This design comes from an exercise in tuning for small area on the open sky130 flow, not from production work.
Only simulation tests tie the RTL to the original design; equivalence was not proved.

## v14
==> flow/design.v (excerpt) <==
module pc_gen (
    input  logic        clk,
    input  logic        rst_n,
    input  logic        stall,
    input  logic        ex_valid,
    input  logic        ex_is_br,
    input  logic        ex_is_jmp,
    input  logic        ex_taken,
    input  logic [31:0] ex_pc,
    input  logic [31:0] ex_target,
    input  logic        ex_pred_taken,
    input  logic [31:0] ex_pred_target,
    output logic [31:0] pc_o,
    output logic        pc_valid_o,
    output logic        pred_taken_o,
    output logic [31:0] pred_target_o,
    output logic        flush_o
);
==> flow/config.mk <==
export PLATFORM = sky130hd
export DESIGN_NAME = pc_gen
export DESIGN_NICKNAME = pc_gen
export VERILOG_FILES = /design/flow/design.v
export SDC_FILE = /design/flow/constraint.sdc
export NUM_CORES = 4
export LEC_CHECK = 0
export CAP_MARGIN = 10
export CORE_MARGIN = 2
export CORE_UTILIZATION = 58
export SLEW_MARGIN = 10
==> flow/constraint.sdc <==
create_clock -name core_clock -period 8.5 [get_ports {clk}]
set_input_delay 1.7000 -clock core_clock [delete_from_list [all_inputs] [get_ports {clk}]]
set_output_delay 1.7000 -clock core_clock [all_outputs]
set_load 0.01 [all_outputs]
standard.sh (not shown) runs the stock make flow with config.mk's settings and CLKGATE_MAP_FILE= SYNTH_SCRIPT=/design/flow/synth_recipe.tcl, a recipe that flattens the netlist after the stock synthesis.
==> flow/flow/run.sh <==
#!/bin/bash
# The standard layout with these changes:
#  - synthesis maps logic with an area-oriented ABC script (flow/area.abc)
#    instead of ORFS's speed script, and keeps the three-term and-or-invert
#    module bht_aoi222 as its own module while ABC maps it (so that it becomes
#    one sky130 a222oi cell); everything else in synthesis, including
#    flip-flop mapping and the final flatten/rename, is synth_recipe.tcl's;
#  - port buffers are sky130_fd_sc_hd__buf_1;
#  - the clock tree uses larger sink clusters and no dummy loads.
# Each tool's output goes to ORFS's own logs under orfs/logs/; this script's
# own output goes to run_flow.log.
set -euo pipefail
W=$PWD
exec > >(tee -a "$W/run_flow.log") 2>&1

# synth.tcl with the abc script replaced and bht_aoi222 kept while mapping
sed -e "s#log_cmd abc {\*}\$abc_args#set abc_args [lreplace \$abc_args 1 1 $W/flow/area.abc]\n  log_cmd abc {*}\$abc_args#" \
    -e "/^hierarchy -check -top/a setattr -mod -set keep_hierarchy 1 bht_aoi222" \
    "$FLOW_HOME/scripts/synth.tcl" > "$W/area_synth.tcl"
grep -q "flow/area.abc" "$W/area_synth.tcl"
grep -q "keep_hierarchy 1 bht_aoi222" "$W/area_synth.tcl"
sed "s#source \$::env(SCRIPTS_DIR)/synth.tcl#source $W/area_synth.tcl#" synth_recipe.tcl > "$W/area_synth_recipe.tcl"
grep -q "area_synth.tcl" "$W/area_synth_recipe.tcl"
sed "s#SYNTH_SCRIPT=[^ ]*#SYNTH_SCRIPT=$W/area_synth_recipe.tcl#" standard.sh > "$W/area_standard.sh"
grep -q "area_synth_recipe.tcl" "$W/area_standard.sh"

export BUFFER_PORTS_ARGS="-buffer_cell sky130_fd_sc_hd__buf_1"
export CTS_ARGS="-sink_clustering_enable -repair_clock_nets -dont_use_dummy_load -sink_clustering_size 16 -sink_clustering_max_diameter 80 -buf_list {sky130_fd_sc_hd__clkbuf_4 sky130_fd_sc_hd__clkbuf_8}"
bash "$W/area_standard.sh"
==> flow/flow/area.abc <==
&get -n
&st
&dc2
&syn3
&dch
&nf -R 1000 -E 2
&put
topo
v14 completed; timing, DRC and antenna clean
Input-level comparison between v25 and v14:
Settings: CORE_UTILIZATION now 45, was 58.
--- a/flow/flow/run.sh
+++ b/flow/flow/run.sh
@@ -28 +28 @@
-export CTS_ARGS="-sink_clustering_enable -repair_clock_nets -dont_use_dummy_load -sink_clustering_size 16 -sink_clustering_max_diameter 80 -buf_list {sky130_fd_sc_hd__clkbuf_4 sky130_fd_sc_hd__clkbuf_8}"
+export CTS_ARGS="-sink_clustering_enable -repair_clock_nets -dont_use_dummy_load -sink_clustering_size 15 -sink_clustering_max_diameter 80 -buf_list {sky130_fd_sc_hd__clkbuf_4 sky130_fd_sc_hd__clkbuf_8}"
Results
- Synthesis-stage register bit count of v14 is on par with v25.
- Taking v14 as the reference, in v25 sum of routed wire length over all layers saw a decrease, clock-buffer cell count now sits higher.

==> re-timing with driven ports <==
How much do the figures lean on ideal ports? The routed layouts below were timed once more, with nothing changed but the port constraints.
Step 1: set_driving_cell puts a clkbuf_16 on clk and a buf_2 on each other input, an assumption about the parent block.
Step 2 also shifts input and output timing later by t, the mid clock arrival at the registers, as if the neighbouring blocks saw the same clock.
Three values: ideal, step 1, step 2; two values: the first two.
run | t, ns | setup slack, ns | hold slack, ns | clock arrival spread, ns | worst register clock-pin slew, ns
v14 | 0.736 | 0.962 / 0.896 / 1.192 | 0.524 / 0.524 / 0.524 | 0.089 / 0.089 | 0.11 / 0.11
v25 | 0.768 | 0.632 / 0.564 / 1.062 | 0.516 / 0.516 / 0.516 | 0.077 / 0.077 | 0.10 / 0.10
After both steps setup and hold are still met in every run listed.
